This is an optimization exercise on Yosys and OpenROAD, whose aim is small area, not a production implementation.
Only simulation tests tie the RTL to the original design; equivalence was not proved.
No activity file was given, so power comes from the tool's default toggle rates.

==> design.v <==
`timescale 1ns/1ps
module tlb_lookup_stage #(
    parameter int TLB_ENTRIES = 8,
    localparam int IDX_W = $clog2(TLB_ENTRIES)
) (
    input  logic             clk,
    input  logic             rst,
    input  logic             tlb_we,
    input  logic [IDX_W-1:0] tlb_idx,
    input  logic [41:0]      tlb_wentry,    
    input  logic [19:0]      lk_vpn,
    output logic             lk_found,
    output logic             lk_v,
    output logic             lk_d,
    output logic [19:0]      lk_pfn
);
    logic [TLB_ENTRIES-1:0][19:0] vpn_q;
    logic [TLB_ENTRIES-1:0]       v_q;
    logic [TLB_ENTRIES-1:0][19:0] pfn_q;
    logic [TLB_ENTRIES-1:0]       d_q;
    always_ff @(posedge clk) begin
        for (int i = 0; i < TLB_ENTRIES; i++) begin
            if (rst) begin
                vpn_q[i] <= '0;
                v_q[i]   <= 1'b0;
            end else if (tlb_we && tlb_idx == IDX_W'(i)) begin
                vpn_q[i] <= tlb_wentry[41:22];
                v_q[i]   <= tlb_wentry[1];
            end
            if (tlb_we && tlb_idx == IDX_W'(i)) begin
                pfn_q[i] <= tlb_wentry[21:2];
                d_q[i]   <= tlb_wentry[0];
            end
        end
    end
    logic [TLB_ENTRIES-1:0] match;
    logic [TLB_ENTRIES-1:0] sel;
    always_comb begin
        for (int i = 0; i < TLB_ENTRIES; i++) match[i] = (vpn_q[i] == lk_vpn);
    end
    always_comb begin
        for (int i = 0; i < TLB_ENTRIES; i++) begin
            sel[i] = match[i];
            for (int j = 0; j < i; j++) sel[i] = sel[i] & ~match[j];
        end
    end
    always_comb begin
        lk_found = |match;
        lk_v     = 1'b0;
        lk_d     = 1'b0;
        lk_pfn   = '0;
        for (int i = 0; i < TLB_ENTRIES; i++) begin
            lk_v   = lk_v   | (sel[i] & v_q[i]);
            lk_d   = lk_d   | (sel[i] & d_q[i]);
            lk_pfn = lk_pfn | ({20{sel[i]}} & pfn_q[i]);
        end
    end
endmodule
`timescale 1ns/1ps
module access_check_stage (
    input  logic [3:0]  op,
    input  logic [31:0] va,
    input  logic        found,
    input  logic        v,
    input  logic        d,
    input  logic [19:0] pfn,
    input  logic [3:0]  wstrb,
    output logic        exc,
    output logic [4:0]  tag,
    output logic [31:0] addr
);
    logic unmapped, store, misaligned, miss_inv, mod;
    logic [2:0] code;
    assign unmapped = (va[31:30] == 2'b10);
    assign store    = (op >= 4'd5) && (op <= 4'd9);
    always_comb begin
        case (op)
            4'd4, 4'd7:       misaligned = (va[1:0] != 2'b00);
            4'd2, 4'd3, 4'd6: misaligned = va[0];
            default:          misaligned = 1'b0;
        endcase
    end
    assign miss_inv = !unmapped && (!found || !v);
    assign mod      = !unmapped && store && !d;
    assign exc      = misaligned | miss_inv | mod;
    always_comb begin
        if (misaligned)    code = store ? 3'd5 : 3'd4;
        else if (miss_inv) code = store ? 3'd3 : 3'd2;
        else               code = 3'd1;
    end
    assign tag[4]   = unmapped & va[29];
    assign tag[3:0] = exc ? {!misaligned && !unmapped && !found, code} : wstrb;
    assign addr[11:0]  = va[11:0];
    assign addr[28:12] = (exc || unmapped) ? va[28:12] : pfn[16:0];
    assign addr[31:29] = exc ? va[31:29] : (unmapped ? 3'b000 : pfn[19:17]);
endmodule
`timescale 1ns/1ps
module store_lane_stage (
    input  logic [3:0]  op,
    input  logic [1:0]  off,
    input  logic [31:0] rt,
    output logic [3:0]  wstrb,
    output logic [31:0] wdata
);
    always_comb begin
        wstrb = 4'b0000;
        wdata = rt;
        case (op)
            4'd5: begin
                wstrb = 4'b0001 << off;
                wdata = {4{rt[7:0]}};
            end
            4'd6: begin
                wstrb = off[1] ? 4'b1100 : 4'b0011;
                wdata = {2{rt[15:0]}};
            end
            4'd7: wstrb = 4'b1111;
            4'd8: begin
                case (off)
                    2'd0:    begin wstrb = 4'b0001; wdata = {4{rt[31:24]}}; end
                    2'd1:    begin wstrb = 4'b0011; wdata = {2{rt[31:16]}}; end
                    2'd2:    begin wstrb = 4'b0111; wdata = {8'h00, rt[31:8]}; end
                    default: wstrb = 4'b1111;
                endcase
            end
            4'd9: begin
                case (off)
                    2'd1:    begin wstrb = 4'b1110; wdata = {rt[23:0], 8'h00}; end
                    2'd2:    begin wstrb = 4'b1100; wdata = {2{rt[15:0]}}; end
                    2'd3:    begin wstrb = 4'b1000; wdata = {4{rt[7:0]}}; end
                    default: wstrb = 4'b1111;
                endcase
            end
            default: ;
        endcase
    end
endmodule
`timescale 1ns/1ps
module mem_xlate_top
#(
    parameter int TLB_ENTRIES = 8,
    localparam int IDX_W = $clog2(TLB_ENTRIES)
) (
    input  logic             clk,
    input  logic             rst,
    input  logic             flush,
    input  logic             req_valid,
    input  logic [3:0]       req_op,         
    input  logic [31:0]      req_vaddr,
    input  logic [31:0]      req_rt_data,
    input  logic             tlb_we,
    input  logic [IDX_W-1:0] tlb_idx,
    input  logic [41:0]      tlb_wentry,     
    output logic             out_valid,
    output logic [31:0]      out_paddr,
    output logic             out_uncached,
    output logic [3:0]       out_wstrb,
    output logic [31:0]      out_wdata,
    output logic             out_exc,
    output logic [4:0]       out_exc_code,
    output logic             out_refill,
    output logic [31:0]      out_badvaddr
);
    logic        lk_found, lk_v, lk_d;
    logic [19:0] lk_pfn;
    logic [3:0]  ln_wstrb;
    logic [31:0] ln_wdata;
    logic        n_exc;
    logic [4:0]  n_tag;
    logic [31:0] n_addr;
    logic [31:0] n_wdata;
    tlb_lookup_stage #(
        .TLB_ENTRIES(TLB_ENTRIES)
    ) u_lookup (
        .clk        (clk),
        .rst        (rst),
        .tlb_we     (tlb_we),
        .tlb_idx    (tlb_idx),
        .tlb_wentry (tlb_wentry),
        .lk_vpn     (req_vaddr[31:12]),
        .lk_found   (lk_found),
        .lk_v       (lk_v),
        .lk_d       (lk_d),
        .lk_pfn     (lk_pfn)
    );
    store_lane_stage u_lane (
        .op    (req_op),
        .off   (req_vaddr[1:0]),
        .rt    (req_rt_data),
        .wstrb (ln_wstrb),
        .wdata (ln_wdata)
    );
    access_check_stage u_check (
        .op    (req_op),
        .va    (req_vaddr),
        .found (lk_found),
        .v     (lk_v),
        .d     (lk_d),
        .pfn   (lk_pfn),
        .wstrb (ln_wstrb),
        .exc   (n_exc),
        .tag   (n_tag),
        .addr  (n_addr)
    );
    assign n_wdata = n_exc ? req_rt_data : ln_wdata;
    logic [2:0]       p_valid;
    logic [2:0]       p_exc;
    logic [2:0][4:0]  p_tag;
    logic [2:0][31:0] p_addr;
    logic [2:0][31:0] p_wdata;
    always_ff @(posedge clk) begin
        if (rst) p_valid <= '0;
        else     p_valid <= {p_valid[1:0], req_valid} & {3{~flush}};
    end
    always_ff @(posedge clk) begin
        p_exc   <= {p_exc[1:0], n_exc};
        p_tag   <= {p_tag[1:0], n_tag};
        p_addr  <= {p_addr[1:0], n_addr};
        p_wdata <= {p_wdata[1:0], n_wdata};
    end
    logic e;
    assign e = p_exc[2];
    assign out_valid    = p_valid[2];
    assign out_exc      = e;
    assign out_paddr    = e ? 32'h0 : p_addr[2];
    assign out_badvaddr = e ? p_addr[2] : 32'h0;
    assign out_wdata    = p_wdata[2];
    assign out_uncached = p_tag[2][4];
    assign out_wstrb    = e ? 4'b0000 : p_tag[2][3:0];
    assign out_exc_code = e ? {2'b00, p_tag[2][2:0]} : 5'd0;
    assign out_refill   = e & p_tag[2][3];
endmodule
==> run.sh <==
#!/bin/bash
# synth_recipe.tcl (not shown) runs the flow's synth.tcl, then flattens the netlist and writes it again
# the make line also repeats each setting of config.mk as NAME=value (left out here)
make -C /OpenROAD-flow-scripts/flow DESIGN_CONFIG=/design/flow/config.mk WORK_HOME=/design/flow/orfs CLKGATE_MAP_FILE= SYNTH_SCRIPT=/design/flow/synth_recipe.tcl finish
==> config.mk <==
export PLATFORM = sky130hd
export DESIGN_NAME = mem_xlate_top
export DESIGN_NICKNAME = mem_xlate_top
export VERILOG_FILES = /design/flow/design.v
export SDC_FILE = /design/flow/constraint.sdc
export NUM_CORES = 4
export LEC_CHECK = 0
export CAP_MARGIN = 20
export CORE_MARGIN = 2
export CORE_UTILIZATION = 40
export SLEW_MARGIN = 20
==> constraint.sdc <==
create_clock -name core_clock -period 5.5 [get_ports {clk}]
set_input_delay 1.1000 -clock core_clock [delete_from_list [all_inputs] [get_ports {clk}]]
set_output_delay 1.1000 -clock core_clock [all_outputs]
set_load 0.01 [all_outputs]
==> results of run 1 <==
==> critical path: stages <==
cell	delay, ns
clkdlybuf4s50_1	0.80
xor2_1	0.30
nor4_1	0.73
nand2_2	0.16
nor2_1	0.51
a221oi_1	0.22
o221a_2	0.20
o22a_1	0.21
buf_4	0.15
nor3_4	0.15
buf_12	0.21
mux2_2	0.38
==> final timing paths <==
kind | cells past startpoint | to | start | slack (ns)
worst max-delay path | 12 | p_addr[20] | req_vaddr[26] | 0.82
worst min register to register | 0 | p_addr[59] | p_addr[27] | 0.32
worst max register to register | 8 | p_wdata[3] | u_lookup.vpn_q[133] | 1.91
worst min-delay path | 0 | p_addr[59] | p_addr[27] | 0.32
==> through the flow <==
step	util (%)	power, mW
after floorplan	-	4.845
after global placement	45.81	5.192
after detailed placement	45.82	5.200
after CTS	49.61	9.117
after global routing	49.66	9.331
final	49.66	9.048
==> Yosys cell counts (2+ instances only) <==
cell type	number
nor2_1	24
o21ai_0	21
o21a_1	8
dfxtp_1	381
xor2_2	7
a21boi_0	21
nor2b_1	43
and3_1	11
or3_1	3
a222oi_1	28
mux2_1	4
buf_2	3
buf_4	63
nor3_1	8
o2bb2ai_1	7
edfxtp_1	168
a21o_1	3
nand3_2	2
and2_1	41
nand2b_1	4
inv_1	17
clkbuf_2	9
a22oi_1	28
mux2i_1	10
mux2_4	2
xnor2_1	69
buf_6	4
buf_1	3
a21oi_1	182
o22ai_1	2
nand3_1	12
a41o_1	8
a41oi_1	3
mux4_2	8
mux2_2	20
nand2_1	406
xor2_1	85
clkbuf_1	91
a221oi_1	17
o2bb2ai_2	10
nand4_1	35
nor4_1	24
==> placed cells by master, fill, tap and decap left out, types with 8 or more instances in the layout <==
| cell type | n |
|---|---|
| edfxtp_1 | 168 |
| and3_1 | 11 |
| o21ai_0 | 21 |
| o2bb2ai_2 | 10 |
| clkbuf_1 | 11 |
| nor2_1 | 23 |
| xor2_1 | 85 |
| a221oi_1 | 17 |
| xnor2_1 | 69 |
| clkbuf_8 | 12 |
| inv_1 | 17 |
| clkinv_2 | 8 |
| a222oi_1 | 28 |
| a41o_1 | 8 |
| a21boi_0 | 21 |
| dfxtp_1 | 380 |
| clkdlybuf4s50_1 | 223 |
| mux2_2 | 20 |
| mux2i_1 | 10 |
| a21oi_1 | 182 |
| a22oi_1 | 28 |
| nand4_1 | 35 |
| nor2b_1 | 43 |
| mux4_2 | 8 |
| nor4_1 | 23 |
| buf_4 | 55 |
| nand2_1 | 406 |
| and2_1 | 41 |
| clkbuf_16 | 60 |
| o21a_1 | 8 |
| nand3_1 | 12 |
==> logic make-up (layout without fill, tap and decap cells) <==
family          Yosys count  in the layout
flops                   549            549
compound gates          355            355
mux                      44             44
simple gates            619            619
other cells               1              2
buf+inv                 190            405
xor+xnor                161            161
==> cell type report <==
cell class / instances / area, sq um / share of cell area (%)
Clock buffer: 83 / 1708 / 6.677
Multi-Input combinational cell: 1181 / 7296 / 28.52
Sequential cell: 549 / 12680 / 49.56
Inverter: 17 / 63.81 / 0.2495
Timing Repair Buffer: 283 / 2740 / 10.71
Tap cell: 680 / 850.8 / 3.326
Clock inverter: 22 / 242.7 / 0.9490
==> power by group <==
group | internal [mW] | switching, mW
combinational | 0.314 | 0.388
clock | 2.34 | 1.59
sequential | 4.34 | 0.0685
total | 7.00 | 2.05
==> sequential cells by signal (all words and copies together), names as in the netlist <==
| register | cells |
|---|---|
| p_addr | 96 |
| p_wdata | 96 |
| u_lookup.pfn_q | 160 |
| p_exc | 3 |
| p_valid | 3 |
| u_lookup.d_q | 8 |
| p_tag | 15 |
| u_lookup.vpn_q | 160 |
| u_lookup.v_q | 8 |
==> layer usage <==
metal  up-vias  share of wire (%)  track usage (%)
met5         -              0.035                0
met2       662                 48            38.29
met1      7390                 42            30.49
met3        99                7.2            3.811
li1       6937                  -                -
met4         4                2.5            6.369
==> out/qor.txt, run 1 <==
Hold-fix buffers, CTS: 0
Final WL: 62990 um
Vias in the first global route: 14440
Warnings from Yosys: 4
PostCTS Resize Cnt: 0
Setup TNS: 0 ns
Hpwl dp: 41890 um
CTS tree: done
Mux cell area share after synthesis: 2.777%
Worst slew pin tran: 1.136 ns
Status: timing/DRC/antenna clean
Fmax: 213.4 MHz
Die W: 232.6 um
Bufs on Longest Clock Path: 3
Crit share post-route: 85.18%
Total core area: 51510 sq um
Die height: 232.6 um
Asr flop ratio synth: 0%
Core Rows: 83
Netlist cell types: 66
First-pass GRT wire length: 92080 um
Largest net degree at the start of global routing: 74
# fillers: 4695
Share of post-route cells with drive strength above 1: 10.02%
Htree depth: 2
Required time worst endpoint: 5.98 ns
Endpoints failing hold: 0
FF+latch count, synth: 549
DP Cell Count: 2709
Detail Route Antenna Nets: 0
N_diodes: 0
GR Util All Layers: 22.85%
DP Area: 23600 sq um
WP data arrival: 5.16 ns
Initial antenna violation count: 2
Power Density: 353.7 nW/um^2
Drt pass-1 iters: 9
Grt total ovfl: 0
Hold Slack: 0.3202 ns
RSZ-0062 raised after global routing: false
DRC viols: 0
Post-synthesis xor/xnor area fraction: 6.996%
WS Path Type: in2reg
Simple-gate portion of the synthesized area: 13.38%
IO buf count: 224
Final min period: 4.685 ns
Slew Limit Headroom: 24.04%
Synth Area in Adders: 0%
Mapped cell area: 20910 sq um
Final Max Tran Viols: 0
Nets: 2206
Clock transition at path regs: 0.06 ns
Post-synth top area cell: dfxtp_1
Hold Crit Class: reg2reg
Largest family of logic cells by synthesized area: simple AND/OR/NAND/NOR gates
VDD IR max: 248.8 uV
Final RePlAce weighted congestion: 0.9773
Initial Util: 40.59%
Slack of the critical path: 0.8150 ns
Finished Cell Area: 25580 sq um
Max Cap Viol: 0
DR iter-0 viols: 1498
Ys flop type: dfxtp_1
Pre-CTS setup slack: 0.2712 ns
Skew final: 0.01877 ns
CTS Root Buffer Type: clkbuf_16
Complex-gate fraction of the synthesized area: 11.46%
Total Die Area: 54110 sq um
Vias after detailed routing: 15090
Total leakage power: 9.157 nW
Worst skew pair latency: 0.61 ns
Post-Synthesis Cells: 1919
Total CTS buffers: 56
Crit Path Max Fanout: 17
Layout area overhead: 22.33%
Worst setup SP type: input pin
Sequential fraction of the synthesis area: 60.61%
Setup crit end kind: flip-flop
Main area contributors after synthesis: dfxtp_1, edfxtp_1, nand2_1
# setup viols final: 0
Finished Layout Cells: 2815
WL/cell: 22.38 um
Syn Area/Cell: 10.90 sq um
I/O pin total: 227
CTS sink count: 549
Vias per inst: 5.361
Yosys top cell area share: 36.48%
Post-synth EDFFs: 168
Setup Buffers After CTS: 0
==> inputs of run 2 (changes only) <==
--- a/design.v
+++ b/design.v
@@ -18,16 +18,19 @@
     logic [TLB_ENTRIES-1:0]       v_q;
     logic [TLB_ENTRIES-1:0][19:0] pfn_q;
     logic [TLB_ENTRIES-1:0]       d_q;
+    logic [TLB_ENTRIES-1:0] wsel;
+    logic [20:0]            wkey;
+    assign wkey = {tlb_wentry[41:22], tlb_wentry[1]} & {21{~rst}};
+    always_comb begin
+        for (int i = 0; i < TLB_ENTRIES; i++) wsel[i] = tlb_we && (tlb_idx == IDX_W'(i));
+    end
     always_ff @(posedge clk) begin
         for (int i = 0; i < TLB_ENTRIES; i++) begin
-            if (rst) begin
-                vpn_q[i] <= '0;
-                v_q[i]   <= 1'b0;
-            end else if (tlb_we && tlb_idx == IDX_W'(i)) begin
-                vpn_q[i] <= tlb_wentry[41:22];
-                v_q[i]   <= tlb_wentry[1];
-            end
-            if (tlb_we && tlb_idx == IDX_W'(i)) begin
+            if (wsel[i] || rst) begin
+                vpn_q[i] <= wkey[20:1];
+                v_q[i]   <= wkey[0];
+            end
+            if (wsel[i]) begin
                 pfn_q[i] <= tlb_wentry[21:2];
                 d_q[i]   <= tlb_wentry[0];
             end
==> flow/run.sh (new file) <==
#!/bin/bash
# Standard ORFS layout, with the port buffers made of the smallest buffer
# (sky130_fd_sc_hd__buf_1) instead of the one buffer_ports picks by default.
set -euo pipefail
bash standard.sh "BUFFER_PORTS_ARGS=-buffer_cell sky130_fd_sc_hd__buf_1" finish > flow_make.log 2>&1
==> standard.sh (new file) <==
#!/bin/bash
# synth_recipe.tcl (not shown) runs the flow's synth.tcl, then flattens the netlist and writes it again
# the make line also repeats each setting of config.mk as NAME=value (left out here)
make -C /OpenROAD-flow-scripts/flow DESIGN_CONFIG=/design/flow/config.mk WORK_HOME=/design/flow/orfs CLKGATE_MAP_FILE= SYNTH_SCRIPT=/design/flow/synth_recipe.tcl "${@:-finish}"
removed: run.sh
==> out/qor.txt, run 2 <==
Most frequent cells in the layout: edfxtp_1, buf_1, dfxtp_1 (was nand2_1, dfxtp_1, clkdlybuf4s50_1)
Skew final: 0.02613 ns (was 0.01877 ns)
Total CTS buffers: 55 (was 56)
Hold-fix buffers, CTS: 0 (unchanged)
Cell internal pwr: 6.969 mW (was 6.998 mW)
FF+latch count, synth: 549 (unchanged)
Setup TNS: 0 ns (unchanged)
Worst skew pair latency: 0.61 ns (about the same)
WL/cell: 21.56 um (was 22.38 um)
Post-Synthesis Cells: 1373 (was 1919)
Endpoints failing hold: 0 (unchanged)
Vias after detailed routing: 11870 (was 15090)
Finished Layout Cells: 2323 (was 2815)
I/O pin total: 227 (unchanged)
Initial antenna violation count: 8 (was 2)
Switching Fraction: 22.55% (was 22.65%)
Clock transition at path regs: 0.06 ns (about the same)
End of the worst register-to-register path: p_wdata[10] (was p_wdata[3])
Worst slew pin tran: 1.015 ns (was 1.136 ns)
Share of post-route cells with drive strength above 1: 11.98% (was 10.02%)
# setup viols final: 0 (unchanged)
Regs by FF count: u_lookup.pfn_q x160, u_lookup.vpn_q x160 (unchanged)
Largest net degree at the start of global routing: 74 (unchanged)
CP top delay family: simple AND/OR/NAND/NOR gates (unchanged)
CTS sink count: 549 (unchanged)
DR iter-0 viols: 1127 (was 1498)
Final core occ: 47.00% (was 49.66%)
First-pass GRT wire length: 74450 um (was 92080 um)
Required time worst endpoint: 5.98 ns (about the same)
Setup Buffers After CTS: 0 (unchanged)
Critical-path top delay cell: buf_1 (was clkdlybuf4s50_1)
Mapped cell area: 20250 sq um (was 20910 sq um)
Hpwl dp: 33130 um (was 41890 um)
RSZ-0062 raised after global routing: false (unchanged)
Total core area: 50070 sq um (was 51510 sq um)
DRC viols: 0 (unchanged)
Htree depth: 2 (unchanged)
Grt total ovfl: 0 (unchanged)
Final WL: 50090 um (was 62990 um)
Sw power: 2.029 mW (was 2.049 mW)
GR Util All Layers: 19.00% (was 22.85%)
Top-count cell post-synth: edfxtp_1 (was nand2_1)
Sequential fraction of the synthesis area: 70.89% (was 60.61%)
Max Cap Viol: 0 (unchanged)
Post-synth top area cell: edfxtp_1 (was dfxtp_1)
Warnings from Yosys: 4 (unchanged)
Hold Crit Depth: 0 (unchanged)
Total Die Area: 52430 sq um (was 54110 sq um)
Detail Route Antenna Nets: 0 (unchanged)
Bufs on Longest Clock Path: 3 (unchanged)
Crit share post-route: 78.10% (was 85.18%)
HP Start: p_tag[1] (was p_addr[27])
Layout area overhead: 16.23% (was 22.33%)
Yosys top cell area share: 49.83% (was 36.48%)
Crit-path cells: buf_1 > xor2_1 > nor4_1 > nand3_1 > or2_0 > a31o_2 > a221oi_4 > nand2_4 > nand3_4 > mux2_2 (was clkdlybuf4s50_1 > xor2_1 > nor4_1 > nand2_2 > nor2_1 > a221oi_1 > o221a_2 > o22a_1 > buf_4 > nor3_4 > buf_12 > mux2_2)
Final Max Tran Viols: 0 (unchanged)
Setup crit end kind: flip-flop (unchanged)
Final RePlAce weighted congestion: 0.8178 (was 0.9773)
Status: timing/DRC/antenna clean (unchanged)
Most frequent cells after synthesis: edfxtp_1, dfxtp_1, xnor2_1 (was nand2_1, dfxtp_1, a21oi_1)
FF-to-FF setup slack: 1.91 ns (about the same)
Final min period: 4.295 ns (was 4.685 ns)
Power share of the clock group: 40.6% (was 43.5%)
Crit Path Max Fanout: 17 (unchanged)
PostCTS Resize Cnt: 0 (unchanged)
VDD IR max: 295.5 uV (was 248.8 uV)
Slowest stage delay, CP: 0.73 ns (was 0.80 ns)
Hold Slack: 0.3130 ns (was 0.3202 ns)
Post-synth EDFFs: 336 (was 168)
IO buf count: 224 (unchanged)
Comb pwr share: 6.7% (was 7.8%)
Slew Limit Headroom: 32.33% (was 24.04%)
Fmax: 232.8 MHz (was 213.4 MHz)
Asr flop ratio synth: 0% (unchanged)
Initial Util: 40.44% (was 40.59%)
Nets: 1716 (was 2206)
Total leakage power: 8.112 nW (was 9.157 nW)
CTS tree: done (unchanged)
Vias in the first global route: 11750 (was 14440)
Die height: 229.0 um (was 232.6 um)
Hold Crit Endpoint: p_tag[6] (was p_addr[59])
RR Startpoint: u_lookup.vpn_q[64] (was u_lookup.vpn_q[133])
Vias per inst: 5.111 (was 5.361)
Flop pwr share: 52.7% (was 48.8%)
Drt pass-1 iters: 9 (unchanged)
DP Cell Count: 2212 (was 2709)
Die W: 229.0 um (was 232.6 um)
Netlist cell types: 67 (was 66)
Power Density: 382.4 nW/um^2 (was 353.7 nW/um^2)
Syn Area/Cell: 14.75 sq um (was 10.90 sq um)
Main area contributors after synthesis: edfxtp_1, dfxtp_1, xnor2_1 (was dfxtp_1, edfxtp_1, nand2_1)
Hold Crit Class: reg2reg (unchanged)
Ys flop type: edfxtp_1 (was dfxtp_1)
Crit path buf inv count: 1 (was 3)
WS Path Type: in2reg (unchanged)
FF-to-FF path depth: 11 (was 8)
Worst setup SP type: input pin (unchanged)
CTS Root Buffer Type: clkbuf_16 (unchanged)
WP data arrival: 4.77 ns (was 5.16 ns)
Core Rows: 82 (was 83)
Commonest non-fill, non-tap cell in the layout: edfxtp_1 (was nand2_1)
-- run 2: cell count changes after synthesis, sizes merged, moves of 18 or more --
cell / change
dfxtp: -168
nor2b: +18
a21oi: -152
edfxtp: +168
clkbuf: -60
nand2: -340
xor2: -20
xnor2: +19
-- run 2: cells by family (layout without fill, tap and decap cells) --
logic type	Yosys count	count (layout)	share of synthesized area, %
flops	549	549	70.89
simple gates	318	318	8.788
compound gates	186	186	7.292
xor+xnor	160	160	6.921
buf+inv	116	387	3.145
mux	43	43	2.942
other cells	1	8	0.01852
-- run 2: worst register-to-register path: stages (launching register included) --
cell and delay [ns]:
edfxtp_1 0.37, xor2_1 0.15, nor4_1 0.60, nand3_1 0.17, nor3_1 0.31, and3_1 0.29
buf_4 0.34, a221oi_2 0.14, a21oi_4 0.19, buf_4 0.25, nand3_1 0.41, o2bb2ai_1 0.26
-- run 2: how the worst max path moves through the flow --
stage | start | end | depth (start not counted)
final | req_vaddr[31] | p_addr[12] | 10
after global routing | req_vaddr[31] | p_wdata[15] | 12
after CTS | req_vaddr[31] | p_addr[12] | 10
after detailed placement | req_vaddr[31] | p_addr[12] | 10
after global placement | req_vaddr[31] | p_addr[14] | 10
after floorplan | tlb_idx[2] | u_lookup.v_q[0] | 3
-- run 2: metal layers --
layer  track usage (%)  share of wire [%]  up-vias  wire length, um
met4             7.204                3.1        4             1535
met3             3.772                7.6       92             3813
met2             29.28                 46      491            22830
met5                 0              0.034        -               17
li1                  -                  -     5478                -
met1             26.59                 44     5809            21900
-- run 2: power groups by stage --
stage                     combinational, mW  clock [mW]  sequential [mW]
after floorplan                       0.400           0             4.79
after global placement                0.601           0             4.83
after detailed placement              0.606           0             4.83
after CTS                             0.609        3.73             4.74
after global routing                  0.659        3.91             4.77
final                                 0.605        3.65             4.74
-- run 2: area by class of cell --
| class | count | area, sq um |
|---|---|---|
| Clock inverter | 35 | 292.8 |
| Antenna cell | 6 | 15.01 |
| Inverter | 15 | 56.30 |
| Clock buffer | 69 | 1479 |
| Timing Repair Buffer | 268 | 1176 |
| Multi-Input combinational cell | 709 | 5315 |
| Fill cell | 4466 | 26540 |
| Tap cell | 672 | 840.8 |
| Sequential cell | 549 | 14360 |
-- run 2: stage by stage --
step	power (mW)	setup slack [ns]	instance area, sq um
2_1_floorplan	5.191	1.804	20250
3_3_place_gp	5.427	0.6804	21730
3_5_place_dp	5.438	0.6500	21730
4_1_cts	9.083	1.277	23500
5_1_grt	9.338	1.077	23530
6_report	8.998	1.205	23530
==> inputs of run 3 (changes only) <==
--- a/config.mk
+++ b/config.mk
@@ -7,5 +7,6 @@
 export LEC_CHECK = 0
 export CAP_MARGIN = 20
 export CORE_MARGIN = 2
-export CORE_UTILIZATION = 40
+export CORE_UTILIZATION = 60
+export CTS_BUF_LIST = sky130_fd_sc_hd__clkbuf_4
 export SLEW_MARGIN = 20
==> out/qor.txt, run 3 <==
DRC viols: 0 (unchanged)
Slowest stage delay, CP: 0.55 ns (was 0.73 ns)
Hold-fix buffers, CTS: 0 (unchanged)
Grt total ovfl: 0 (unchanged)
Comb pwr share: 6.8% (was 6.7%)
Slew Limit Headroom: 33.73% (was 32.33%)
Largest family of logic cells by synthesized area: simple AND/OR/NAND/NOR gates (unchanged)
Sw power: 1.971 mW (was 2.029 mW)
IO buf count: 224 (unchanged)
Layout area overhead: 14.60% (was 16.23%)
Hold Crit Class: reg2reg (unchanged)
Worst setup SP type: input pin (unchanged)
Main area contributors after synthesis: edfxtp_1, dfxtp_1, xnor2_1 (unchanged)
Post-synthesis xor/xnor area fraction: 6.921% (unchanged)
Complex-gate fraction of the synthesized area: 7.292% (unchanged)
Worst skew pair latency: 0.81 ns (was 0.61 ns)
Final min period: 3.885 ns (was 4.295 ns)
Mapped cell area: 20250 sq um (unchanged)
Sequential fraction of the synthesis area: 70.89% (unchanged)
Post-synth EDFFs: 336 (unchanged)
Setup TNS: 0 ns (unchanged)
Vias per inst: 5.560 (was 5.111)
Fmax: 257.4 MHz (was 232.8 MHz)
Switching Fraction: 22.56% (was 22.55%)
Max Cap Viol: 0 (unchanged)
Critical-path top delay cell: nor3_1 (was buf_1)
Largest net degree at the start of global routing: 74 (unchanged)
Initial antenna violation count: 5 (was 8)
Final WL: 47160 um (was 50090 um)
Setup crit end kind: flip-flop (unchanged)
Netlist cell types: 67 (unchanged)
Detail Route Antenna Nets: 0 (unchanged)
Simple-gate portion of the synthesized area: 8.788% (unchanged)
# setup viols final: 0 (unchanged)
Post-synth top area cell: edfxtp_1 (unchanged)
DR iter-0 viols: 1390 (was 1127)
Final Max Tran Viols: 0 (unchanged)
Hpwl dp: 31470 um (was 33130 um)
Crit path buf inv count: 2 (was 1)
Skew final: 0.04164 ns (was 0.02613 ns)
Required time worst endpoint: 6.17 ns (was 5.98 ns)
Initial Util: 60.68% (was 40.44%)
Vias after detailed routing: 12370 (was 11870)
Yosys top cell area share: 49.83% (unchanged)
Regs by FF count: u_lookup.pfn_q x160, u_lookup.vpn_q x160 (unchanged)
Final RePlAce weighted congestion: 0.8689 (was 0.8178)
Post-Synthesis Cells: 1373 (unchanged)
Flop pwr share: 54.3% (was 52.7%)
VDD IR max: 273.0 uV (was 295.5 uV)
Total CTS buffers: 134 (was 55)
First-pass GRT wire length: 71130 um (was 74450 um)
Cell internal pwr: 6.765 mW (was 6.969 mW)
Bufs on Longest Clock Path: 3 (unchanged)
Status: timing/DRC/antenna clean (unchanged)
Worst slew pin tran: 0.9941 ns (was 1.015 ns)
Die W: 187.7 um (was 229.0 um)
Htree depth: 4 (was 2)
Most frequent cells after synthesis: edfxtp_1, dfxtp_1, xnor2_1 (unchanged)
WS Path Type: in2reg (unchanged)
Drt pass-1 iters: 8 (was 9)
RSZ-0062 raised after global routing: false (unchanged)
Die height: 187.7 um (was 229.0 um)
Worst Setup SP: req_vaddr[26] (was req_vaddr[31])
Total Die Area: 35230 sq um (was 52430 sq um)
Synth Area in Adders: 0% (unchanged)
CP top delay family: simple AND/OR/NAND/NOR gates (unchanged)
Nets: 1789 (was 1716)
Top-count cell post-synth: edfxtp_1 (unchanged)
FF+latch count, synth: 549 (unchanged)
Final core occ: 69.55% (was 47.00%)
WL/cell: 21.19 um (was 21.56 um)
Pre-CTS setup slack: 0.7911 ns (was 0.6500 ns)
Warnings from Yosys: 4 (unchanged)
Commonest non-fill, non-tap cell in the layout: edfxtp_1 (unchanged)
Crit share post-route: 70.63% (was 78.10%)
Share of post-route cells with drive strength above 1: 18.21% (was 11.98%)
CTS tree: done (unchanged)
Slack of the critical path: 1.615 ns (was 1.205 ns)
Total leakage power: 8.291 nW (was 8.112 nW)
RR Startpoint: u_lookup.vpn_q[53] (was u_lookup.vpn_q[64])
Core Rows: 67 (was 82)
Asr flop ratio synth: 0% (unchanged)
Setup Buffers After CTS: 0 (unchanged)
Clock transition at path regs: 0.07 ns (was 0.06 ns)
Crit-path cells: buf_1 > xnor2_1 > nand4_1 > nor3_1 > nand2_1 > and3_1 > buf_4 > a221oi_4 > nand2_4 > nand3_4 > mux2_2 (was buf_1 > xor2_1 > nor4_1 > nand3_1 > or2_0 > a31o_2 > a221oi_4 > nand2_4 > nand3_4 > mux2_2)
GR Util All Layers: 27.15% (was 19.00%)
Vias in the first global route: 12100 (was 11750)
Most frequent cells in the layout: edfxtp_1, buf_1, dfxtp_1 (unchanged)
CTS Root Buffer Type: clkbuf_4 (was clkbuf_16)
I/O pin total: 227 (unchanged)
WP data arrival: 4.55 ns (was 4.77 ns)
Power share of the clock group: 38.9% (was 40.6%)
Syn Area/Cell: 14.75 sq um (unchanged)
Crit Path Max Fanout: 21 (was 17)
PostCTS Resize Cnt: 0 (unchanged)
Endpoints failing hold: 0 (unchanged)
Total core area: 33360 sq um (was 50070 sq um)
Ys flop type: edfxtp_1 (unchanged)
Tot Pwr: 8.737 mW (was 8.998 mW)
HP Start: p_wdata[9] (was p_tag[1])
CTS sink count: 549 (unchanged)
Mux cell area share after synthesis: 2.942% (unchanged)
Power Density: 376.5 nW/um^2 (was 382.4 nW/um^2)
-- run 3: cell counts after synthesis --
No cell type changed its count.
-- run 3: worst paths after layout --
kind                            slack, ns           to  cells past startpoint
worst max register to register       2.01   p_addr[16]                     10
worst min-delay path                 0.32  p_wdata[41]                      0
worst min register to register       0.32  p_wdata[41]                      0
worst max-delay path                 1.62   p_addr[16]                     11
-- run 3: area by class of cell --
class / instances / area (sq um)
diodes: 3 / 7.507
clock buffers: 207 / 1554
clock inverters: 32 / 227.7
fillers: 2441 / 10160
inverters: 15 / 56.30
multi-input cells: 709 / 5315
flip-flops and latches: 549 / 14360
well taps: 448 / 560.5
repair buffers: 262 / 1127
-- run 3: cell families (layout without fill, tap and decap cells) --
group / Yosys count / count (layout)
buf+inv: 116 / 516
other cells: 1 / 5
flops: 549 / 549
compound gates: 186 / 186
simple gates: 318 / 318
xor+xnor: 160 / 160
mux: 43 / 43
-- run 3: layer usage --
layer  global-route usage [%]  vias to the layer above  share of wire (%)  routed length, um
met2                    43.55                      585                 47              22340
met3                    5.671                       63                7.8               3691
li1                         -                     5717                  -                  -
met1                    37.38                     6005                 43              20310
met4                    9.085                        2                1.7                792
met5                        0                        -              0.038                 18
-- run 3: worst register-to-register path: cells and delay by family, from the launching register on --
family / cells / cell delay, ns
DFF: 1 / 0.43
and+or+nand+nor: 6 / 1.68
AOI/OAI and AO/OA: 1 / 0.40
muxes: 1 / 0.40
buffers and inverters: 1 / 0.24
xor gates and xnor gates: 1 / 0.21
-- run 3: per-stage QoR --
stage / area, sq um / instances / hold WS [ns]
3_5_place_dp: 21410 / 1983 / 0.3121
4_1_cts: 23190 / 2222 / 0.3024
5_1_grt: 23200 / 2223 / 0.3264
3_3_place_gp: 21410 / 1983 / 0.3099
6_report: 23200 / 2225 / 0.3173
2_1_floorplan: 20250 / 1374 / 0.3096
-- run 3: power groups by stage --
stage,clock network (mW),logic (mW),registers (mW)
after floorplan,0,0.400,4.79
after global placement,0,0.584,4.82
after detailed placement,0,0.587,4.83
after CTS,3.49,0.591,4.74
after global routing,3.70,0.638,4.77
final,3.40,0.590,4.74
==> inputs of run 4 (changes only) <==
==> run.sh (new file) <==
#!/bin/bash
# synth_recipe.tcl (not shown) runs the flow's synth.tcl, then flattens the netlist and writes it again
# the make line also repeats each setting of config.mk as NAME=value (left out here)
make -C /OpenROAD-flow-scripts/flow DESIGN_CONFIG=/design/flow/config.mk WORK_HOME=/design/flow/orfs CLKGATE_MAP_FILE= SYNTH_SCRIPT=/design/flow/synth_recipe.tcl finish
--- a/config.mk
+++ b/config.mk
@@ -7,6 +7,5 @@
 export LEC_CHECK = 0
 export CAP_MARGIN = 20
 export CORE_MARGIN = 2
-export CORE_UTILIZATION = 60
-export CTS_BUF_LIST = sky130_fd_sc_hd__clkbuf_4
+export CORE_UTILIZATION = 40
 export SLEW_MARGIN = 20
removed: flow/run.sh
removed: standard.sh
==> out/qor.txt, run 4 <==
Regs by FF count: u_lookup.pfn_q x160, u_lookup.vpn_q x160 (unchanged)
Initial antenna violation count: 2 (was 5)
Crit share post-route: 81.19% (was 70.63%)
Worst setup SP type: input pin (unchanged)
FF-to-FF path depth: 10 (unchanged)
Post-synth top area cell: edfxtp_1 (unchanged)
Complex-gate fraction of the synthesized area: 7.292% (unchanged)
CTS sink count: 549 (unchanged)
Vias in the first global route: 11770 (was 12100)
CTS Root Buffer Type: clkbuf_16 (was clkbuf_4)
Most frequent cells after synthesis: edfxtp_1, dfxtp_1, xnor2_1 (unchanged)
Crit Path Max Fanout: 17 (was 21)
Fmax: 224.0 MHz (was 257.4 MHz)
Post-Synthesis Cells: 1373 (unchanged)
CTS tree: done (unchanged)
Mapped cell area: 20250 sq um (unchanged)
N_diodes: 0 (was 3)
Setup Buffers After CTS: 0 (unchanged)
Setup TNS: 0 ns (unchanged)
WP data arrival: 4.93 ns (was 4.55 ns)
FF+latch count, synth: 549 (unchanged)
Vias per inst: 5.156 (was 5.560)
Hold-fix buffers, CTS: 0 (unchanged)
Power share of the clock group: 40.1% (was 38.9%)
WS Path Type: in2reg (unchanged)
Final min period: 4.465 ns (was 3.885 ns)
Share of post-route cells with drive strength above 1: 11.46% (was 18.21%)
Total CTS buffers: 55 (was 134)
Drt pass-1 iters: 6 (was 8)
Ys flop type: edfxtp_1 (unchanged)
Setup crit end kind: flip-flop (unchanged)
Grt total ovfl: 0 (unchanged)
Cell internal pwr: 7.103 mW (was 6.765 mW)
Detail Route Antenna Nets: 0 (unchanged)
Hold Slack: 0.3172 ns (was 0.3173 ns)
Hold Crit Class: reg2reg (unchanged)
I/O pin total: 227 (unchanged)
Worst skew pair latency: 0.59 ns (was 0.81 ns)
Total core area: 50070 sq um (was 33360 sq um)
Worst slew pin tran: 1.084 ns (was 0.9941 ns)
Hpwl dp: 33120 um (was 31470 um)
Total leakage power: 8.681 nW (was 8.291 nW)
Final Max Tran Viols: 0 (unchanged)
Post-synthesis xor/xnor area fraction: 6.921% (unchanged)
DR top layer: met5 (unchanged)
Met3 wire length: 3451 um (was 3691 um)
Top-count cell post-synth: edfxtp_1 (unchanged)
VDD IR max: 223.7 uV (was 273.0 uV)
Hold Crit Depth: 0 (unchanged)
Slew Limit Headroom: 27.59% (was 33.73%)
Main area contributors after synthesis: edfxtp_1, dfxtp_1, xnor2_1 (unchanged)
Switching Fraction: 22.14% (was 22.56%)
Htree depth: 2 (was 4)
Die height: 229.0 um (was 187.7 um)
Final RePlAce weighted congestion: 0.8328 (was 0.8689)
Largest family of logic cells by synthesized area: simple AND/OR/NAND/NOR gates (unchanged)
DR iter-0 viols: 1147 (was 1390)
RSZ-0062 raised after global routing: false (unchanged)
Vias after detailed routing: 11930 (was 12370)
Most frequent cells in the layout: edfxtp_1, clkdlybuf4s50_1, dfxtp_1 (was edfxtp_1, buf_1, dfxtp_1)
Metal-1 WL: 22190 um (was 20310 um)
Post-synth EDFFs: 336 (unchanged)
Required time worst endpoint: 5.97 ns (was 6.17 ns)
First-pass GRT wire length: 74470 um (was 71130 um)
Power Density: 366.2 nW/um^2 (was 376.5 nW/um^2)
Netlist cell types: 67 (unchanged)
Comb pwr share: 7.9% (was 6.8%)
Yosys top cell area share: 49.83% (unchanged)
Warnings from Yosys: 4 (unchanged)
Core Rows: 82 (was 67)
Clock transition at path regs: 0.06 ns (was 0.07 ns)
Status: timing/DRC/antenna clean (unchanged)
Syn Area/Cell: 14.75 sq um (unchanged)
Skew final: 0.01661 ns (was 0.04164 ns)
Mux cell area share after synthesis: 2.942% (unchanged)
Simple-gate portion of the synthesized area: 8.788% (unchanged)
Final WL: 50560 um (was 47160 um)
DR WL met2: 23920 um (was 22340 um)
Endpoints failing hold: 0 (unchanged)
WL/cell: 21.86 um (was 21.19 um)
Sw power: 2.020 mW (was 1.971 mW)
Layout area overhead: 23.04% (was 14.60%)
Asr flop ratio synth: 0% (unchanged)
Sequential fraction of the synthesis area: 70.89% (unchanged)
Commonest non-fill, non-tap cell in the layout: edfxtp_1 (unchanged)
Bufs on Longest Clock Path: 3 (unchanged)
Die W: 229.0 um (was 187.7 um)
Largest net degree at the start of global routing: 74 (unchanged)
Synth Area in Adders: 0% (unchanged)
IO buf count: 224 (unchanged)
DRC viols: 0 (unchanged)
PostCTS Resize Cnt: 0 (unchanged)
Nets: 1713 (was 1789)
Initial Util: 40.44% (was 60.68%)
Total Die Area: 52430 sq um (was 35230 sq um)
GR Util All Layers: 18.85% (was 27.15%)
Max Cap Viol: 0 (unchanged)
# setup viols final: 0 (unchanged)
Flop pwr share: 51.9% (was 54.3%)
-- run 4: cell count changes in the layout (fill, tap and decap cells not counted), sizes merged --
cell / previous run / this run
clkbuf: 208 / 73
clkdlybuf4s50: 0 / 224
diode: 3 / 0
clkinvlp: 0 / 6
inv: 20 / 18
clkinv: 23 / 17
buf: 261 / 41
-- run 4: kinds of logic after synthesis --
logic type / after synthesis
multiplexers: 43
flip-flops: 549
AND/OR/NAND/NOR: 318
buffers and inverters: 116
XOR/XNOR: 160
other: 1
AO/OA/AOI/OAI: 186
-- run 4: worst max-delay path: stages --
cell and delay (ns):
clkdlybuf4s50_1 0.87, xor2_1 0.35, nor4_1 0.44, nand2_1 0.32, o2bb2a_4 0.30, a221o_1 0.36, a221oi_4 0.29, nand2_4 0.19
nand3_4 0.13, buf_12 0.20, mux2_2 0.36
-- run 4: path summary, 6_finish.rpt --
check                         start           to  slack [ns]
hold reg to reg         p_wdata[34]  p_wdata[66]        0.32
setup reg to reg  u_lookup.vpn_q[7]   p_addr[14]        2.11
setup / recovery      req_vaddr[22]   p_addr[14]        1.03
hold / removal          p_wdata[34]  p_wdata[66]        0.32
-- run 4: layer usage --
layer	vias to the layer above	GRT usage [%]
met1	5905	25.85
met3	76	3.386
met5	-	0
met2	479	30.84
met4	4	5.215
li1	5461	-
-- run 4: final cells by class --
class / instances / area (sq um)
clock buffers: 73 / 1505
clock inverters: 30 / 279.0
fillers: 4360 / 25160
inverters: 15 / 56.30
multi-input cells: 709 / 5310
flip-flops and latches: 549 / 14360
well taps: 672 / 840.8
repair buffers: 265 / 2562
-- run 4: power by group through the flow --
stage,clock network (mW),registers (mW),logic (mW)
floorplan,0,4.79,0.400
global placement,0,4.82,0.717
detailed placement,0,4.83,0.722
CTS,3.74,4.74,0.726
global route,3.90,4.76,0.771
finish,3.66,4.74,0.721
-- run 4: stage by stage --
step / cells / power (mW) / cell area (sq um) / util (%) / worst slack (ns)
floorplan: 1374 / 5.191 / 20250 / - / 1.804
global route: 2313 / 9.437 / 24910 / 49.76 / 0.8257
detailed placement: 2210 / 5.552 / 23130 / 46.19 / 0.3984
global placement: 2210 / 5.541 / 23120 / 46.19 / 0.4262
CTS: 2313 / 9.206 / 24910 / 49.76 / 1.034
finish: 2313 / 9.123 / 24910 / 49.76 / 1.035
==> inputs of run 5 (changes only) <==
==> flow/run.sh (new file) <==
#!/bin/bash
# Standard ORFS layout with three changes: the synthesis buffers are removed
# at floorplan, every cell is then set to its smallest drive (the repair
# steps size up what timing needs), and the port buffers use buf_1.
set -euo pipefail
here=$(pwd)
bash standard.sh \
  "BUFFER_PORTS_ARGS=-buffer_cell sky130_fd_sc_hd__buf_1" \
  "REMOVE_ABC_BUFFERS=1" \
  "POST_FLOORPLAN_TCL=$here/flow/downsize.tcl" \
  finish > flow_make.log 2>&1
==> flow/downsize.tcl (new file) <==
# Swap every cell for the smallest-area cell of the same family (same name
# apart from the drive-strength suffix); the later repair steps size up
# whatever timing, slew or capacitance then needs.
set n 0
set saved 0.0
foreach inst [get_cells *] {
  set m [get_property $inst ref_name]
  if {![regexp {^(sky130_fd_sc_hd__[a-z0-9]+)_([0-9]+)$} $m -> base drv]} { continue }
  if {[regexp {tapvpwrvgnd|fill|decap|conb|diode} $base]} { continue }
  set cur [get_lib_cells */$m]
  set best $m
  set best_area [get_property $cur area]
  foreach lc [get_lib_cells */${base}_*] {
    set ln [get_property $lc name]
    if {![regexp "^${base}_\[0-9\]+\$" $ln]} { continue }
    if {[get_property $lc is_dont_use]} { continue }
    set a [get_property $lc area]
    if {$a < $best_area - 1e-6} { set best $ln; set best_area $a }
  }
  if {$best ne $m} {
    set saved [expr {$saved + [get_property $cur area] - $best_area}]
    replace_cell $inst $best
    incr n
  }
}
puts "downsize: replaced $n cells, saved [format %.1f $saved] um2"
==> standard.sh (new file) <==
#!/bin/bash
# synth_recipe.tcl (not shown) runs the flow's synth.tcl, then flattens the netlist and writes it again
# the make line also repeats each setting of config.mk as NAME=value (left out here)
make -C /OpenROAD-flow-scripts/flow DESIGN_CONFIG=/design/flow/config.mk WORK_HOME=/design/flow/orfs CLKGATE_MAP_FILE= SYNTH_SCRIPT=/design/flow/synth_recipe.tcl "${@:-finish}"
removed: run.sh
==> out/qor.txt, run 5 <==
Status: did not finish (was timing/DRC/antenna clean)
Stopped at: floorplan
Error msg: Error: floorplan.tcl, 161 liberty_cell objects do not have a is_dont_use property.
Main area contributors after synthesis: edfxtp_1, dfxtp_1, xnor2_1 (unchanged)
Netlist cell types: 67 (unchanged)
Post-Synthesis Cells: 1373 (unchanged)
Warnings from Yosys: 4 (unchanged)
Top-count cell post-synth: edfxtp_1 (unchanged)
FF+latch count, synth: 549 (unchanged)
Initial Util: 40.44% (unchanged)
Sequential fraction of the synthesis area: 70.89% (unchanged)
Post-synth EDFFs: 336 (unchanged)
Syn Area/Cell: 14.75 sq um (unchanged)
Asr flop ratio synth: 0% (unchanged)
Yosys top cell area share: 49.83% (unchanged)
Die height: 229.0 um (unchanged)
Post-synth top area cell: edfxtp_1 (unchanged)
Core Rows: 82 (unchanged)
Die W: 229.0 um (unchanged)
Mapped cell area: 20250 sq um (unchanged)
Ys flop type: edfxtp_1 (unchanged)
Most frequent cells after synthesis: edfxtp_1, dfxtp_1, xnor2_1 (unchanged)
## run 5: cell counts after synthesis
Identical to the previous run, type by type.
## run 5: cell families after synthesis
logic type	synth area share, %
multiplexers	2.942
buffers and inverters	3.145
other	0.01852
AO/OA/AOI/OAI	7.292
flip-flops	70.89
AND/OR/NAND/NOR	8.788
XOR/XNOR	6.921
==> inputs of run 6 (changes only) <==
--- a/flow/downsize.tcl
+++ b/flow/downsize.tcl
@@ -13,7 +13,6 @@
   foreach lc [get_lib_cells */${base}_*] {
     set ln [get_property $lc name]
     if {![regexp "^${base}_\[0-9\]+\$" $ln]} { continue }
-    if {[get_property $lc is_dont_use]} { continue }
     set a [get_property $lc area]
     if {$a < $best_area - 1e-6} { set best $ln; set best_area $a }
   }
==> out/qor.txt, run 6 <==
Final core occ: 46.66%
Vias per inst: 5.116
Worst skew pair latency: 0.63 ns
Syn Area/Cell: 14.75 sq um (unchanged)
Power Density: 388.0 nW/um^2
Share of post-route cells with drive strength above 1: 10.31%
Main area contributors after synthesis: edfxtp_1, dfxtp_1, xnor2_1 (unchanged)
Max Cap Viol: 0
Initial Util: 40.44% (unchanged)
Status: timing/DRC/antenna clean (was did not finish)
Total Die Area: 52430 sq um
Top-count cell post-synth: edfxtp_1 (unchanged)
WP data arrival: 5.03 ns
Core Rows: 82 (unchanged)
Vias after detailed routing: 11830
Layout area overhead: 15.38%
Initial antenna violation count: 0
Final RePlAce weighted congestion: 0.8426
Htree depth: 2
Netlist cell types: 67 (unchanged)
Final Max Tran Viols: 0
Regs by FF count: u_lookup.pfn_q x160, u_lookup.vpn_q x160
# fillers: 4516
WS Path Type: in2reg
Met3 wire length: 2981 um
Ys flop type: edfxtp_1 (unchanged)
Yosys top cell area share: 49.83% (unchanged)
CTS sink count: 549
Vias in the first global route: 11420
Total CTS buffers: 55
Hold Crit Class: reg2reg
Endpoints failing hold: 0
Commonest non-fill, non-tap cell in the layout: edfxtp_1
DR top layer: met4
Hold-fix buffers, CTS: 0
HP Start: p_exc[1]
Drt pass-1 iters: 7
Asr flop ratio synth: 0% (unchanged)
GR Util All Layers: 18.78%
Die W: 229.0 um (unchanged)
Post-Synthesis Cells: 1373 (unchanged)
CTS Root Buffer Type: clkbuf_16
DR iter-0 viols: 1125
FF-to-FF setup slack: 1.73 ns
Bufs on Longest Clock Path: 3
Crit Path Max Fanout: 13
Worst setup SP type: input pin
Setup Buffers After CTS: 0
Metal-1 WL: 21970 um
Nets: 1711
I/O pin total: 227
# setup viols final: 0
Final WL: 50060 um
Most frequent cells in the layout: edfxtp_1, buf_1, dfxtp_1
Warnings from Yosys: 4 (unchanged)
Largest net degree at the start of global routing: 74
DRC viols: 0
Hpwl dp: 32160 um
FF+latch count, synth: 549 (unchanged)
Mapped cell area: 20250 sq um (unchanged)
Total leakage power: 8.039 nW
PostCTS Resize Cnt: 0
DR WL met2: 24110 um
Slew Limit Headroom: 30.37%
Worst Setup SP: req_vaddr[22]
Sequential fraction of the synthesis area: 70.89% (unchanged)
VDD IR max: 258.5 uV
Post-synth top area cell: edfxtp_1 (unchanged)
Skew final: 0.03433 ns
Final min period: 4.553 ns
RSZ-0062 raised after global routing: false
Setup crit end kind: flip-flop
Clock transition at path regs: 0.06 ns
Die height: 229.0 um (unchanged)
RR Startpoint: u_lookup.vpn_q[9]
Detail Route Antenna Nets: 0
WL/cell: 21.65 um
First-pass GRT wire length: 73940 um
Most frequent cells after synthesis: edfxtp_1, dfxtp_1, xnor2_1 (unchanged)
Required time worst endpoint: 5.98 ns
Crit share post-route: 82.78%
Post-synth EDFFs: 336 (unchanged)
Grt total ovfl: 0
Total core area: 50070 sq um
Worst slew pin tran: 1.044 ns
Fmax: 219.6 MHz
CTS tree: done
IO buf count: 224
Setup TNS: 0 ns
-- run 6: cell counts after synthesis --
No cell type changed its count.
-- run 6: through the flow --
step	setup slack [ns]	instance area (sq um)	hold WS (ns)	cells	total power [mW]
after global placement	0.4791	21540	0.3105	2208	5.405
after CTS	1.039	23350	0.3251	2311	9.160
after global routing	0.8073	23360	0.3228	2311	9.381
final	0.9470	23360	0.3227	2312	9.064
after floorplan	1.777	19670	0.3096	1273	5.127
after detailed placement	0.3787	21540	0.3120	2208	5.419
-- run 6: critical path: stages --
cell and delay (ns):
buf_1 0.75, buf_4 0.29, xnor2_1 0.12, nand4_1 0.18
nor2_1 0.31, o2bb2a_1 0.30, a221o_1 0.33, a221oi_1 0.51
nand2_1 0.16, buf_4 0.21, and2_0 0.24, buf_4 0.21
inv_2 0.17, o21ai_0 0.12
-- run 6: where the power goes --
part / switching, mW / leakage (nW) / total (mW) / internal (mW)
sequential: 0.0999 / 4.96 / 4.74 / 4.64
clock: 1.62 / 0.897 / 3.74 / 2.12
combinational: 0.363 / 2.18 / 0.582 / 0.219
total: 2.08 / 8.04 / 9.06 / 6.98
-- run 6: final timing paths --
kind | endpoint | cells after the start
worst min register to register | p_exc[2] | 0
worst max-delay path | p_tag[3] | 14
worst max register to register | p_tag[3] | 12
worst min-delay path | p_exc[2] | 0
-- run 6: kinds of logic after synthesis --
kind of cell,count (synthesis),share of synthesized area [%]
xor gates and xnor gates,160,6.921
DFF,549,70.89
other,1,0.01852
muxes,43,2.942
and+or+nand+nor,318,8.788
AOI/OAI and AO/OA,186,7.292
buffers and inverters,116,3.145
-- run 6: metal layers --
layer  track usage (%)  vias up
li1                  -     5461
met1             25.84     5859
met2             30.78      442
met3             2.976       67
met4             5.560        0
met5                 0        -
-- run 6: final cells by class --
cell class	instances	area, sq um	share of cell area (%)
antenna	1	2.502	0.01071
clock buffer	69	1480	6.336
clock inverter	34	335.3	1.435
inverter	15	56.30	0.2410
multi-input combinational	709	5151	22.05
sequential	549	14360	61.46
tap	672	840.8	3.599
timing repair buffer	263	1136	4.863
==> inputs of run 7 (changes only) <==
--- a/design.v
+++ b/design.v
@@ -102,41 +102,62 @@
     input  logic [3:0]  op,
     input  logic [1:0]  off,
     input  logic [31:0] rt,
+    input  logic        exc,
     output logic [3:0]  wstrb,
     output logic [31:0] wdata
 );
-    always_comb begin
-        wstrb = 4'b0000;
-        wdata = rt;
-        case (op)
-            4'd5: begin
-                wstrb = 4'b0001 << off;
-                wdata = {4{rt[7:0]}};
-            end
-            4'd6: begin
-                wstrb = off[1] ? 4'b1100 : 4'b0011;
-                wdata = {2{rt[15:0]}};
-            end
-            4'd7: wstrb = 4'b1111;
-            4'd8: begin
-                case (off)
-                    2'd0:    begin wstrb = 4'b0001; wdata = {4{rt[31:24]}}; end
-                    2'd1:    begin wstrb = 4'b0011; wdata = {2{rt[31:16]}}; end
-                    2'd2:    begin wstrb = 4'b0111; wdata = {8'h00, rt[31:8]}; end
-                    default: wstrb = 4'b1111;
-                endcase
-            end
-            4'd9: begin
-                case (off)
-                    2'd1:    begin wstrb = 4'b1110; wdata = {rt[23:0], 8'h00}; end
-                    2'd2:    begin wstrb = 4'b1100; wdata = {2{rt[15:0]}}; end
-                    2'd3:    begin wstrb = 4'b1000; wdata = {4{rt[7:0]}}; end
-                    default: wstrb = 4'b1111;
-                endcase
-            end
-            default: ;
-        endcase
-    end
+    logic sb, sh, sw, swl, swr;
+    logic o0, o1, o2, o3;
+    logic swl0, swl1, swl2, swl3, swr0, swr1, swr2, swr3;
+    logic ok;
+    logic [7:0] b0, b1, b2, b3;
+    assign sb  = (op == 4'd5);
+    assign sh  = (op == 4'd6);
+    assign sw  = (op == 4'd7);
+    assign swl = (op == 4'd8);
+    assign swr = (op == 4'd9);
+    assign o0  = (off == 2'd0);
+    assign o1  = (off == 2'd1);
+    assign o2  = (off == 2'd2);
+    assign o3  = (off == 2'd3);
+    assign swl0 = swl & o0;
+    assign swl1 = swl & o1;
+    assign swl2 = swl & o2;
+    assign swl3 = swl & o3;
+    assign swr0 = swr & o0;
+    assign swr1 = swr & o1;
+    assign swr2 = swr & o2;
+    assign swr3 = swr & o3;
+    assign ok   = ~exc;
+    assign {b3, b2, b1, b0} = rt;
+    logic s00, s03, s02, s01;
+    logic s11, s10, s13, s12;
+    logic s22, s20, s23, s21;
+    logic s33, s30, s31, s32;
+    assign s03 = ok & swl0;
+    assign s02 = ok & swl1;
+    assign s01 = ok & swl2;
+    assign s00 = ~(ok & (swl0 | swl1 | swl2 | swr1));
+    assign s10 = ok & (sb | swr1 | swr3);
+    assign s13 = ok & (swl0 | swl1);
+    assign s12 = ok & swl2;
+    assign s11 = ~(ok & (sb | swr1 | swr3 | swl0 | swl1 | swl2));
+    assign s20 = ok & (sb | sh | swr2 | swr3);
+    assign s23 = ok & (swl0 | swl2);
+    assign s21 = ok & swr1;
+    assign s22 = ~(ok & (sb | sh | swr2 | swr3 | swl0 | swl2 | swr1));
+    assign s30 = ok & (sb | swr3);
+    assign s31 = ok & (sh | swr2);
+    assign s32 = ok & swr1;
+    assign s33 = ~(ok & (sb | swr3 | sh | swr2 | swr1 | swl2));
+    assign wdata[7:0]   = ({8{s00}} & b0) | ({8{s01}} & b1) | ({8{s02}} & b2) | ({8{s03}} & b3);
+    assign wdata[15:8]  = ({8{s10}} & b0) | ({8{s11}} & b1) | ({8{s12}} & b2) | ({8{s13}} & b3);
+    assign wdata[23:16] = ({8{s20}} & b0) | ({8{s21}} & b1) | ({8{s22}} & b2) | ({8{s23}} & b3);
+    assign wdata[31:24] = ({8{s30}} & b0) | ({8{s31}} & b1) | ({8{s32}} & b2) | ({8{s33}} & b3);
+    assign wstrb[0] = (sb & o0) | (sh & ~off[1]) | sw | swl | swr0;
+    assign wstrb[1] = (sb & o1) | (sh & ~off[1]) | sw | (swl & ~o0) | (swr & ~off[1]);
+    assign wstrb[2] = (sb & o2) | (sh & off[1]) | sw | swl2 | swl3 | (swr & ~o3);
+    assign wstrb[3] = (sb & o3) | (sh & off[1]) | sw | swl3 | swr;
 endmodule
 `timescale 1ns/1ps
 module mem_xlate_top
@@ -190,6 +211,7 @@
         .op    (req_op),
         .off   (req_vaddr[1:0]),
         .rt    (req_rt_data),
+        .exc   (n_exc),
         .wstrb (ln_wstrb),
         .wdata (ln_wdata)
     );
@@ -205,7 +227,7 @@
         .tag   (n_tag),
         .addr  (n_addr)
     );
-    assign n_wdata = n_exc ? req_rt_data : ln_wdata;
+    assign n_wdata = ln_wdata;
     logic [2:0]       p_valid;
     logic [2:0]       p_exc;
     logic [2:0][4:0]  p_tag;
@@ -218,15 +240,17 @@
     always_ff @(posedge clk) begin
         p_exc   <= {p_exc[1:0], n_exc};
         p_tag   <= {p_tag[1:0], n_tag};
-        p_addr  <= {p_addr[1:0], n_addr};
+        p_addr  <= {p_addr[1:0], ~n_addr};    
         p_wdata <= {p_wdata[1:0], n_wdata};
     end
+    logic p_nexc;
+    always_ff @(posedge clk) p_nexc <= ~p_exc[1];
     logic e;
     assign e = p_exc[2];
     assign out_valid    = p_valid[2];
     assign out_exc      = e;
-    assign out_paddr    = e ? 32'h0 : p_addr[2];
-    assign out_badvaddr = e ? p_addr[2] : 32'h0;
+    assign out_paddr    = ~(p_addr[2] | {32{e}});
+    assign out_badvaddr = ~(p_addr[2] | {32{p_nexc}});
     assign out_wdata    = p_wdata[2];
     assign out_uncached = p_tag[2][4];
     assign out_wstrb    = e ? 4'b0000 : p_tag[2][3:0];
==> flow/run.sh (replaced) <==
#!/bin/bash
# Own layout flow: the standard ORFS flow (standard.sh) with these changes
#  - synthesis: synth_recipe.tcl unchanged, but ABC maps the logic with an
#    area-recovering script (flow/synth_area.tcl, flow/abc_area.script);
#  - floorplan: the synthesis buffers are removed and every cell is set to
#    its smallest drive (flow/downsize.tcl); repair steps size up as needed;
#  - port buffers are sky130_fd_sc_hd__buf_1;
#  - clock tree: larger sink clusters, no dummy loads (flow/knobs.sh).
# Each ORFS step keeps its own log under orfs/logs/; make's output goes to
# flow_make.log here.
set -euo pipefail
here=$(pwd)
source "$here/flow/knobs.sh"
bash standard.sh \
  "SYNTH_SCRIPT=$here/flow/synth_area.tcl" \
  "FLOW_SYNTH_TCL=$here/synth_recipe.tcl" \
  "BUFFER_PORTS_ARGS=-buffer_cell sky130_fd_sc_hd__buf_1" \
  "REMOVE_ABC_BUFFERS=1" \
  "POST_FLOORPLAN_TCL=$here/flow/downsize.tcl" \
  "CTS_ARGS=$CTS_ARGS" \
  "${EXTRA[@]}" \
  finish > flow_make.log 2>&1
==> flow/abc_area.script (new file) <==
&get -n
&st
&dch
&nf -R 1000
&put
==> flow/knobs.sh (new file) <==
CTS_ARGS="-sink_clustering_enable -repair_clock_nets -dont_use_dummy_load -sink_clustering_size 30 -sink_clustering_max_diameter 100"
EXTRA=()
==> flow/synth_area.tcl (new file) <==
# The standard synthesis (synth_recipe.tcl, sourced unchanged), except
# that the combinational mapping runs ABC with abc_area.script (beside this
# file) instead of ORFS's speed script. Registers are mapped before ABC and
# are not touched by it.
set my_abc_script [file join [file dirname [file normalize [info script]]] abc_area.script]
proc abc {args} {
  set i [lsearch -exact $args -script]
  if {$i >= 0} {
    lset args [expr {$i + 1}] $::my_abc_script
  }
  puts "abc with script $::my_abc_script"
  yosys abc {*}$args
}
source $::env(FLOW_SYNTH_TCL)
--- a/config.mk
+++ b/config.mk
@@ -7,5 +7,6 @@
 export LEC_CHECK = 0
 export CAP_MARGIN = 20
 export CORE_MARGIN = 2
-export CORE_UTILIZATION = 40
+export CORE_UTILIZATION = 65
+export GPL_TIMING_DRIVEN = 0
 export SLEW_MARGIN = 20
==> out/qor.txt, run 7 <==
Status: timing/DRC/antenna clean (unchanged)
Die W: 174.3 um (was 229.0 um)
Largest family of logic cells by synthesized area: simple AND/OR/NAND/NOR gates (unchanged)
Simple-gate portion of the synthesized area: 8.618% (was 8.788%)
Endpoints failing hold: 0 (unchanged)
Most frequent cells after synthesis: edfxtp_1, dfxtp_1, nand2_1 (was edfxtp_1, dfxtp_1, xnor2_1)
Layout area overhead: 12.52% (was 15.38%)
IO buf count: 224 (unchanged)
# setup viols final: 0 (unchanged)
Hpwl dp: 26430 um (was 32160 um)
Final Max Tran Viols: 0 (unchanged)
Post-synth EDFFs: 336 (unchanged)
GR Util All Layers: 25.49% (was 18.78%)
Skew final: 0.04456 ns (was 0.03433 ns)
Total CTS buffers: 22 (was 55)
Fmax: 188.6 MHz (was 219.6 MHz)
Bufs on Longest Clock Path: 3 (unchanged)
Commonest non-fill, non-tap cell in the layout: edfxtp_1 (unchanged)
Slowest stage delay, CP: 0.62 ns (was 0.75 ns)
CTS Root Buffer Type: clkbuf_16 (unchanged)
Warnings from Yosys: 3 (was 4)
FF+latch count, synth: 550 (was 549)
Syn Area/Cell: 15.27 sq um (was 14.75 sq um)
Crit share post-route: 96.42% (was 82.78%)
Vias per inst: 5.832 (was 5.116)
Vias in the first global route: 10420 (was 11420)
VDD IR max: 286.6 uV (was 258.5 uV)
Post-Synthesis Cells: 1234 (was 1373)
Most frequent cells in the layout: edfxtp_1, buf_1, dfxtp_1 (unchanged)
Total Die Area: 30370 sq um (was 52430 sq um)
Slew Limit Headroom: 38.48% (was 30.37%)
Largest net degree at the start of global routing: 42 (was 74)
Asr flop ratio synth: 0% (unchanged)
Initial antenna violation count: 0 (unchanged)
Nets: 1613 (was 1711)
Top-count cell post-synth: edfxtp_1 (unchanged)
Initial Util: 65.84% (was 40.44%)
Crit-path cells: clkdlybuf4s15_1 > xor2_1 > nor4_1 > nand4_1 > o21ai_1 > or3b_4 > nor4_2 > buf_2 > a222oi_1 > nand3_1 > a21oi_1 > or3_4 > nor3_4 > nor2_1 > a222oi_1 > nand2_1 (was buf_1 > buf_4 > xnor2_1 > nand4_1 > nor2_1 > o2bb2a_1 > a221o_1 > a221oi_1 > nand2_1 > buf_4 > and2_0 > buf_4 > inv_2 > o21ai_0)
Share of post-route cells with drive strength above 1: 7.167% (was 10.31%)
Vias after detailed routing: 10950 (was 11830)
WP data arrival: 5.78 ns (was 5.03 ns)
Sequential fraction of the synthesis area: 76.27% (was 70.89%)
Core Rows: 62 (was 82)
Post-synthesis xor/xnor area fraction: 7.436% (was 6.921%)
Crit Path Max Fanout: 19 (was 13)
Setup crit end kind: flip-flop (unchanged)
Worst skew pair latency: 0.55 ns (was 0.63 ns)
CTS sink count: 550 (was 549)
Hold Crit Class: reg2reg (unchanged)
Ys flop type: edfxtp_1 (unchanged)
Final min period: 5.303 ns (was 4.553 ns)
Detail Route Antenna Nets: 0 (unchanged)
Worst slew pin tran: 0.9229 ns (was 1.044 ns)
# fillers: 1851 (was 4516)
Clock transition at path regs: 0.11 ns (was 0.06 ns)
Netlist cell types: 34 (was 67)
CP dominant cell by count: a222oi_1 (was buf_4)
Drt pass-1 iters: 11 (was 7)
Mapped cell area: 18850 sq um (was 20250 sq um)
Critical-path top delay cell: nor2_1 (was buf_1)
Synth Area in Adders: 0% (unchanged)
Power Density: 333.7 nW/um^2 (was 388.0 nW/um^2)
Required time worst endpoint: 5.98 ns (about the same)
WS Path Type: in2reg (unchanged)
Total core area: 28630 sq um (was 50070 sq um)
Regs by FF count: u_lookup.pfn_q x160, u_lookup.vpn_q x160 (unchanged)
I/O pin total: 227 (unchanged)
Max Cap Viol: 0 (unchanged)
Hold-fix buffers, CTS: 0 (unchanged)
Mux cell area share after synthesis: 0% (was 2.942%)
Total leakage power: 7.250 nW (was 8.039 nW)
Complex-gate fraction of the synthesized area: 6.022% (was 7.292%)
CTS tree: done (unchanged)
Main area contributors after synthesis: edfxtp_1, dfxtp_1, xor2_1 (was edfxtp_1, dfxtp_1, xnor2_1)
DRC viols: 0 (unchanged)
Htree depth: 1 (was 2)
FF-to-FF path depth: 13 (was 12)
Yosys top cell area share: 53.54% (was 49.83%)
Final RePlAce weighted congestion: 0.8304 (was 0.8426)
Die height: 174.3 um (was 229.0 um)
Tot Pwr: 7.077 mW (was 9.064 mW)
Grt total ovfl: 0 (unchanged)
DR iter-0 viols: 1400 (was 1125)
Hold Crit Depth: 0 (unchanged)
N_diodes: 0 (was 1)
DP Cell Count: 1846 (was 2208)
Finished Layout Cells: 1877 (was 2312)
Worst setup SP type: input pin (unchanged)
First-pass GRT wire length: 59110 um (was 73940 um)
Final WL: 39280 um (was 50060 um)
WL/cell: 20.93 um (was 21.65 um)
Post-synth top area cell: edfxtp_1 (unchanged)
## run 7: changes by cell type after synthesis, moves of 21 or more
cell / delta
a21oi_1: -26
nand2_1: +39
clkbuf_1: -40
nor2_1: +56
a222oi_1: +29
a22oi_1: -21
and2_1: -44
nor2b_1: -31
## run 7: through the flow
| stage | util, % | setup WS (ns) | setup TNS [ns] | hold slack [ns] | area, sq um |
|---|---|---|---|---|---|
| floorplan | - | -1.378 | -48.09 | 0.3096 | 18590 |
| global placement | 69.57 | -6.225 | -322.64 | 0.3095 | 19920 |
| detailed placement | 71.47 | -1.590 | -46.53 | 0.3121 | 20460 |
| CTS | 73.80 | 0.05612 | 0 | 0.3355 | 21120 |
| global route | 74.08 | -0.009225 | -0.01756 | 0.3397 | 21200 |
| finish | 74.08 | 0.1970 | 0 | 0.3334 | 21200 |
## run 7: worst max-delay path, delay by kind of cell
kind / cells / cell delay, ns
buffers and inverters: 2 / 0.71
XOR/XNOR: 1 / 0.31
AND/OR/NAND/NOR: 9 / 2.56
AO/OA/AOI/OAI: 4 / 1.08
## run 7: cell type report
class,instances,area [sq um],share of cell area (%)
repair buffers,269,1333,6.284
well taps,384,480.5,2.266
multi-input cells,638,4412,20.81
flip-flops and latches,550,14380,67.80
clock buffers,22,550.5,2.596
inverters,14,52.55,0.2478
## run 7: cell families (layout without fill, tap and decap cells)
group,count (synthesis),in the layout
xor gates and xnor gates,160,160
other,1,2
and+or+nand+nor,340,341
buffers and inverters,48,305
DFF,550,550
AOI/OAI and AO/OA,135,135
## run 7: power breakdown
group          switching, mW  leakage [nW]  internal (mW)
Sequential            0.0981          4.97           4.65
Combinational          0.314          2.01          0.184
Clock                   1.10         0.271          0.723
Total                   1.52          7.25           5.56
## run 7: worst paths after layout
check | slack (ns) | end | startpoint
min | 0.33 | p_addr[48] | p_addr[16]
max | 0.20 | p_wdata[18] | req_vaddr[25]
max reg2reg | 0.87 | p_wdata[30] | u_lookup.vpn_q[51]
min reg2reg | 0.33 | p_addr[48] | p_addr[16]
## run 7: per-layer routing
layer  GRT usage (%)  wire, um  up-vias
li1                -         -     5075
met1           35.36     16320     5296
met2           43.65     19270      518
met3           2.931      2779       58
met4           6.338       909        0
met5               0         0        -
## run 7: timing repair
action / CTS / global route
resized for setup: 21 / 7
setup buffers: 4 / 4
pin swaps: 2 / 3
hold endpoints to repair: 0 / 0
endpoints found under the setup margin: 32 / 32
gates cloned: 0 / 1
